From an optimization exercise on the open Yosys and OpenROAD flow, aimed at small area, a short achievable clock period and few clock cycles; shortcuts taken in it are not production practice.
In this exercise RTL edits were held to simulation tests only and were not proved equivalent to the original.
Power figures rest on the tool's default switching activity, not on a simulated workload.

== job 1605 ==
==> flow/design.v <==
package esd_pkg;
  localparam logic [1:0] KIND_CHAR  = 2'd0;
  localparam logic [1:0] KIND_SLICE = 2'd1;
  localparam logic [1:0] KIND_ERROR = 2'd2;
  localparam logic [1:0] KIND_DONE  = 2'd3;
  localparam logic [1:0] NUM_OCT = 2'd0;
  localparam logic [1:0] NUM_X   = 2'd1;
  localparam logic [1:0] NUM_U   = 2'd2;
endpackage
import esd_pkg::*;
module escape_sequence_decoder (
  input  logic        clk,
  input  logic        rst,
  input  logic        chars_valid,
  output logic        chars_ready,
  input  logic [15:0] chars_char_code,
  input  logic        chars_end_of_string,
  output logic        results_valid,
  input  logic        results_ready,
  output logic [1:0]  results_kind,
  output logic [15:0] results_out_char,
  output logic [15:0] results_slice_start,
  output logic [15:0] results_slice_length,
  output logic [2:0]  results_error_code,
  output logic        results_last,
  input  logic        cfg_valid,
  output logic        cfg_ready,
  input  logic        cfg_interpolation_enable
);
  logic        h_valid;
  logic [15:0] h_c;
  logic        h_eos;
  logic        k_bs, k_lb, k_rb, k_oct, k_hex, k_esc, k_enum, k_eu;
  logic        s_valid;
  logic [15:0] s_c;
  logic        s_eos;
  logic        interp;
  logic        m_nrm, m_esc, m_num, m_brc, m_err;
  logic        n_oct;
  logic [1:0]  n_rem;
  logic        n_seen;
  logic [15:0] nb;
  logic [15:0] pos;
  logic [15:0] blen;
  logic        r_valid;
  logic [1:0]  r_kind;
  logic [15:0] r_data;      
  logic [2:0]  r_err;       
  logic        r_slice;     
  logic        r_last;
  logic        p_char;      
  logic        p_slice;     
  logic        p_err;       
  logic [1:0]  p_code;
  logic        p_done;      
  assign cfg_ready = 1'b1;
  assign chars_ready = !s_valid;
  assign results_valid = r_valid;
  assign results_kind = r_kind;
  assign results_last = r_last;
  assign results_out_char = r_data;
  assign results_error_code = r_err;
  assign results_slice_start = r_slice ? nb : 16'd0;
  assign results_slice_length = r_slice ? blen : 16'd0;
  logic [3:0]  dig;
  logic        dg;
  logic [15:0] nshift;
  logic [15:0] pos1;
  logic [15:0] blen1;
  logic [15:0] map;
  logic        pend;
  logic        resume;
  logic        a_has, a_err;
  logic [15:0] a_data;
  logic [2:0]  a_code;
  logic        b_has, c_has, d_has;
  logic [1:0]  d_code;
  logic        zero;
  logic        to_esc, to_num, to_brc, to_err, to_nrm;
  always_comb begin
    if (!h_c[6]) begin
      dig = h_c[3:0];
    end else begin
      case (h_c[2:0])
        3'd1: dig = 4'd10;
        3'd2: dig = 4'd11;
        3'd3: dig = 4'd12;
        3'd4: dig = 4'd13;
        3'd5: dig = 4'd14;
        default: dig = 4'd15;
      endcase
    end
    dg = n_oct ? k_oct : k_hex;
    nshift = n_oct ? {nb[12:0], h_c[2:0]} : {nb[11:0], dig};
    for (int i = 0; i < 16; i++) begin
      pos1[i] = pos[i] ^ (&(pos | ~(16'hFFFF >> (16 - i)))) | (&pos);
      blen1[i] = blen[i] ^ (&(blen | ~(16'hFFFF >> (16 - i)))) | (&blen);
    end
    map = h_c;
    if (h_c[6:0] == 7'h74) map = 16'h0009;
    else if (h_c[6:0] == 7'h6E) map = 16'h000A;
    else if (h_c[6:0] == 7'h72) map = 16'h000D;
    pend = p_char || p_slice || p_err || p_done;
    resume = m_num && !dg && n_seen;
    a_has = m_nrm && !k_bs || m_esc && !k_enum ||
            m_num && (!dg || n_rem == 2'd0) || m_brc;
    a_err = m_esc && !k_esc && !k_enum || m_num && !dg && !n_seen ||
            m_num && dg && n_rem == 2'd0 && n_oct && nb[5];
    if (m_esc) a_data = map;
    else if (m_num && dg) a_data = nshift;
    else if (m_num) a_data = nb;
    else a_data = h_c;
    a_code = m_esc ? 3'd2 : (dg ? 3'd4 : 3'd3);
    b_has = resume && !k_bs;
    c_has = m_brc && k_rb;
    to_esc = (m_nrm || resume) && k_bs;
    to_brc = (m_nrm || resume) && k_lb && interp || m_brc && !k_rb;
    to_num = m_esc && k_enum || m_num && dg && n_rem != 2'd0;
    to_err = m_err || a_err;
    to_nrm = !(to_esc || to_brc || to_num || to_err);
    d_has = h_eos && (to_esc || to_num || to_brc);
    d_code = to_esc ? 2'd1 : (to_num ? 2'd3 : 2'd0);
    zero = !(a_has || h_eos);
  end
  logic r_free;
  logic consume;
  logic accept;
  logic emit_b;
  assign r_free = !r_valid || results_ready;
  assign consume = h_valid && (r_free ? (!pend || zero && !p_slice)
                                      : (zero && !p_char && !p_slice && !r_slice));
  assign accept = chars_valid && !s_valid;
  assign emit_b = r_free && p_char;
  logic [15:0] in_c;
  logic        in_hi0;
  logic        in_oct;
  assign in_c = s_valid ? s_c : chars_char_code;
  assign in_hi0 = (in_c[15:7] == 9'd0);
  assign in_oct = in_hi0 && in_c[6:3] == 4'b0110;
  always_ff @(posedge clk) begin
    if (rst) begin
      h_valid <= 1'b0;
      s_valid <= 1'b0;
    end else if (consume) begin
      h_valid <= s_valid | accept;
      s_valid <= 1'b0;
    end else if (accept) begin
      h_valid <= 1'b1;
      s_valid <= h_valid;
    end
  end
  always_ff @(posedge clk) begin
    if (consume || !h_valid) begin
      h_c <= in_c;
      h_eos <= s_valid ? s_eos : chars_end_of_string;
      k_bs <= in_hi0 && in_c[6:0] == 7'h5C;
      k_lb <= in_hi0 && in_c[6:0] == 7'h7B;
      k_rb <= in_hi0 && in_c[6:0] == 7'h7D;
      k_oct <= in_oct;
      k_hex <= in_hi0 && (in_c[6:4] == 3'b011 && (!in_c[3] || in_c[2:1] == 2'b00) ||
                          in_c[6] && in_c[4:3] == 2'b00 && in_c[2:0] != 3'd0 && in_c[2:0] != 3'd7);
      k_esc <= in_hi0 && (in_c[6:0] == 7'h74 || in_c[6:0] == 7'h6E || in_c[6:0] == 7'h72 ||
                          in_c[6:0] == 7'h22 || in_c[6:0] == 7'h27 || in_c[6:0] == 7'h7B ||
                          in_c[6:0] == 7'h5C);
      k_enum <= in_oct || in_hi0 && (in_c[6:0] == 7'h78 || in_c[6:0] == 7'h58 ||
                                     in_c[6:0] == 7'h75 || in_c[6:0] == 7'h55);
      k_eu <= in_c[6:0] == 7'h75 || in_c[6:0] == 7'h55;
    end
    if (!s_valid) begin
      s_c <= chars_char_code;
      s_eos <= chars_end_of_string;
    end
  end
  always_ff @(posedge clk) begin
    if (rst) begin
      interp <= 1'b0;
    end else if (cfg_valid) begin
      interp <= cfg_interpolation_enable;
    end
  end
  always_ff @(posedge clk) begin
    if (rst) begin
      m_nrm <= 1'b1;
      m_esc <= 1'b0;
      m_num <= 1'b0;
      m_brc <= 1'b0;
      m_err <= 1'b0;
    end else if (consume) begin
      m_nrm <= to_nrm || h_eos;
      m_esc <= to_esc && !h_eos;
      m_num <= to_num && !h_eos;
      m_brc <= to_brc && !h_eos;
      m_err <= to_err && !h_eos;
    end
  end
  always_ff @(posedge clk) begin
    if (rst) begin
      pos <= 16'd0;
    end else if (consume && (h_eos || a_has && !a_err) || emit_b && !p_done) begin
      pos <= (h_eos && !p_char) ? 16'd0 : pos1;
    end
  end
  always_ff @(posedge clk) begin
    if (consume && (m_esc || m_num)) begin
      n_oct <= m_esc ? k_oct : n_oct;
      n_rem <= m_esc ? (k_eu ? 2'd3 : 2'd1) : n_rem - 2'd1;
      n_seen <= m_esc ? k_oct : 1'b1;
    end
    if (consume) begin
      blen <= m_brc ? blen1 : 16'd1;
    end
  end
  always_ff @(posedge clk) begin
    if (p_char ? (r_free && m_brc) : (consume && !m_brc)) begin
      if (p_char || !(m_esc || m_num)) nb <= pos;
      else if (m_esc) nb <= {13'd0, k_oct ? h_c[2:0] : 3'd0};
      else if (dg) nb <= nshift;
      else nb <= h_c;
    end
  end
  logic        nx_valid;
  logic [1:0]  nx_kind;
  logic [15:0] nx_data;
  logic [2:0]  nx_err;
  logic        nx_slice;
  logic        nx_last;
  always_comb begin
    nx_valid = 1'b1;
    nx_kind = KIND_DONE;
    nx_data = 16'd0;
    nx_err = 3'd0;
    nx_slice = 1'b0;
    nx_last = 1'b1;
    if (p_char) begin
      nx_kind = KIND_CHAR;
      nx_data = nb;
      nx_last = !(p_err || p_done);
    end else if (p_slice) begin
      nx_kind = KIND_SLICE;
      nx_slice = 1'b1;
      nx_last = !(p_err || p_done);
    end else if (p_err) begin
      nx_kind = KIND_ERROR;
      nx_err = {1'b0, p_code};
      nx_last = 1'b0;
    end else if (p_done) begin
      nx_kind = KIND_DONE;
    end else if (!h_valid || zero) begin
      nx_valid = 1'b0;
    end else if (a_has && a_err) begin
      nx_kind = KIND_ERROR;
      nx_err = a_code;
      nx_last = !h_eos;
    end else if (a_has) begin
      nx_kind = KIND_CHAR;
      nx_data = a_data;
      nx_last = !(b_has || c_has || h_eos);
    end else if (d_has) begin
      nx_kind = KIND_ERROR;
      nx_err = {1'b0, d_code};
      nx_last = 1'b0;
    end
  end
  always_ff @(posedge clk) begin
    if (rst) begin
      r_valid <= 1'b0;
    end else if (r_free) begin
      r_valid <= nx_valid;
    end
  end
  always_ff @(posedge clk) begin
    if (r_free) begin
      r_kind <= nx_kind;
      r_data <= nx_data;
      r_err <= nx_err;
      r_slice <= nx_slice;
      r_last <= nx_last;
    end
  end
  always_ff @(posedge clk) begin
    if (rst) begin
      p_char <= 1'b0;
      p_slice <= 1'b0;
      p_err <= 1'b0;
      p_done <= 1'b0;
    end else if (r_free) begin
      if (p_char) begin
        p_char <= 1'b0;
      end else if (p_slice) begin
        p_slice <= 1'b0;
      end else if (p_err) begin
        p_err <= 1'b0;
      end else if (p_done) begin
        p_done <= 1'b0;
      end else if (h_valid && !zero) begin
        if (a_has) begin
          p_char <= b_has;
          p_slice <= c_has;
          p_err <= d_has;
          p_done <= h_eos;
        end else begin
          p_done <= d_has;
        end
      end
    end
  end
  always_ff @(posedge clk) begin
    if (r_free && !pend) p_code <= d_code;
  end
endmodule
clock: 7.5 ns
lec_check: 0
cap_margin: 20
core_margin: 2
core_utilization: 65
cts_buf_list: sky130_fd_sc_hd__clkbuf_4 sky130_fd_sc_hd__clkbuf_8
cts_cluster_diameter: 100
cts_cluster_size: 50
setup_slack_margin: 4.5
slew_margin: 20
standard.sh (not shown) runs the stock make flow with config.mk's settings and CLKGATE_MAP_FILE= SYNTH_SCRIPT=/design/flow/synth_recipe.tcl, a recipe that flattens the netlist after the stock synthesis.
==> flow/flow/run.sh <==
#!/bin/bash
# The standard layout, with every port buffered by a plain buffer (buf_4 on outputs and
# inputs) instead of the resizer's default pick, a slow delay cell.
set -euo pipefail
export BUFFER_PORTS_ARGS="-buffer_cell sky130_fd_sc_hd__buf_4"
bash standard.sh > standard.log 2>&1
In summary, job 1605 completed successfully, with a layout that passed the timing, design-rule and antenna checks.
Testbench counts of job 1605, summed over its fixed seeds: cycles 30,784.
### job 1605 -> job 9180
# job 1605
export LEC_CHECK = 0
export CAP_MARGIN = 20
export CORE_MARGIN = 2
export CORE_UTILIZATION = 65
export CTS_BUF_LIST = sky130_fd_sc_hd__clkbuf_4 sky130_fd_sc_hd__clkbuf_8
export CTS_CLUSTER_DIAMETER = 100
export CTS_CLUSTER_SIZE = 50
export SETUP_SLACK_MARGIN = 4.5
export SLEW_MARGIN = 20
create_clock -name core_clock -period 7.5 [get_ports {clk}]
# job 9180
export LEC_CHECK = 0
export CAP_MARGIN = 20
export CORE_MARGIN = 2
export CORE_UTILIZATION = 75
export CTS_BUF_LIST = sky130_fd_sc_hd__clkbuf_4 sky130_fd_sc_hd__clkbuf_8
export CTS_CLUSTER_SIZE = 30
export SETUP_SLACK_MARGIN = 4.5
export SLEW_MARGIN = 20
create_clock -name core_clock -period 7.5 [get_ports {clk}]
Results
Both conditions hold for job 9180: the flow ran to the end and the final layout passed the timing, design-rule and antenna checks.
Summary: total power, job 9180 worse than job 1605
Against job 1605, final wirelength in job 9180 came out worse.
Job 9180 vs job 1605 on global-route wire length before repair: job 9180 is the higher one.
Post-route cell area: job 1605 vs job 9180 — no meaningful difference
Relative to job 1605, portion of total power attributed to the clock network increased by 1.0 points in job 9180.
Data-path buffer share of cell area in the final layout across job 9180 and job 1605: no real change.
Area used by sequential logic in the layout delta (job 1605 -> job 9180): insignificant
Job 1605 → job 9180: number of cells after detailed placement decreased 2.9%, floorplan core area down 1200 sq um, placement-stage cell area went down by about 0.6%.
Relative to job 9180, the following input files were edited for job 3405:
# job 9180
export LEC_CHECK = 0
export CAP_MARGIN = 20
export CORE_MARGIN = 2
export CORE_UTILIZATION = 75
export CTS_BUF_LIST = sky130_fd_sc_hd__clkbuf_4 sky130_fd_sc_hd__clkbuf_8
export CTS_CLUSTER_SIZE = 30
export SETUP_SLACK_MARGIN = 4.5
export SLEW_MARGIN = 20
create_clock -name core_clock -period 7.5 [get_ports {clk}]
# job 3405
export LEC_CHECK = 0
export CAP_MARGIN = 20
export CORE_MARGIN = 2
export CORE_UTILIZATION = 40
export SETUP_SLACK_MARGIN = 4.5
export SLEW_MARGIN = 20
create_clock -name core_clock -period 7.5 [get_ports {clk}]
--- outcome ---
The total of endpoints with negative setup slack in the final report of job 9180 and that of job 3405 are within noise of each other.
Growth of design area from synthesis to finish, job 3405 and job 9180: smaller value in job 9180
Cmp job 3405 and job 9180 / routed via count divided by cell count / higher: job 9180
Modified inputs, job 1933 compared to job 3405
# job 3405
export LEC_CHECK = 0
export CAP_MARGIN = 20
export CORE_MARGIN = 2
export CORE_UTILIZATION = 40
export SETUP_SLACK_MARGIN = 4.5
export SLEW_MARGIN = 20
create_clock -name core_clock -period 7.5 [get_ports {clk}]
# job 1933
export LEC_CHECK = 0
export CAP_MARGIN = 20
export CORE_MARGIN = 2
export CORE_UTILIZATION = 65
export CTS_BUF_LIST = sky130_fd_sc_hd__clkbuf_4 sky130_fd_sc_hd__clkbuf_8
export CTS_CLUSTER_SIZE = 30
export SETUP_SLACK_MARGIN = 4.7
export SLEW_MARGIN = 20
create_clock -name core_clock -period 7.5 [get_ports {clk}]
Results
No stage failed in job 1933, and the final checks on the layout all came back clean. The higher tapcell count of job 1933 and job 3405 is in job 3405. Fraction of the cycle the final worst path needs is lower on job 1933. Share of the core filled with cells up 31 points in job 1933 wrt job 3405. Power share of the sequential group for job 1933: 1.5 points up relative to job 3405. On job 1933: sum of net half-perimeters after detailed placement is 2.9% lower than what job 3405 gave. Clock distribution power was higher in job 3405 than in job 1933. Compared with job 3405, in job 1933 wire length went up by about 5%; clock skew went up by 0.0030 ns. Comparing signal arrival time at the worst endpoint for job 1933 and job 3405, the smaller number came from job 1933.

-- separate check: timing with driven ports --
The flow's constraints put no driver on any port. The routed layouts listed below were extracted and timed again, unchanged, in two steps.
Step 1, drivers: a clkbuf_16 drives clk and a buf_2 each remaining input, both assumed.
Step 2 times the ports against the registers' clock, not the clock port: input delays grow and output delays shrink by t, the midpoint of the rising clock arrivals with the driver on.
a / b / c = no drivers / after step 1 / after step 2; a / b = the first two.
| run | t (ns) | slack for setup (ns) | worst register clock-pin slew, ns | worst slew at a driven data input, ns | pins driven straight from the clock port |
|---|---|---|---|---|---|
| job 1605 | 0.485 | 4.586 / 4.562 / 4.110 | 0.08 / 0.08 | 0.04 | 1 |
| job 9180 | 0.463 | 4.533 / 4.533 / 4.121 | 0.08 / 0.08 | 0.04 | 1 |
| job 3405 | 0.452 | 4.578 / 4.540 / 4.207 | 0.06 / 0.06 | 0.03 | 1 |
| job 1933 | 0.481 | 4.601 / 4.566 / 4.285 | 0.09 / 0.09 | 0.06 | 1 |
After both steps setup and hold are still met in every run listed. For job 1605, which loses most, drivers alone change the setup slack by -0.024 ns; drivers and shift together by -0.476 ns.
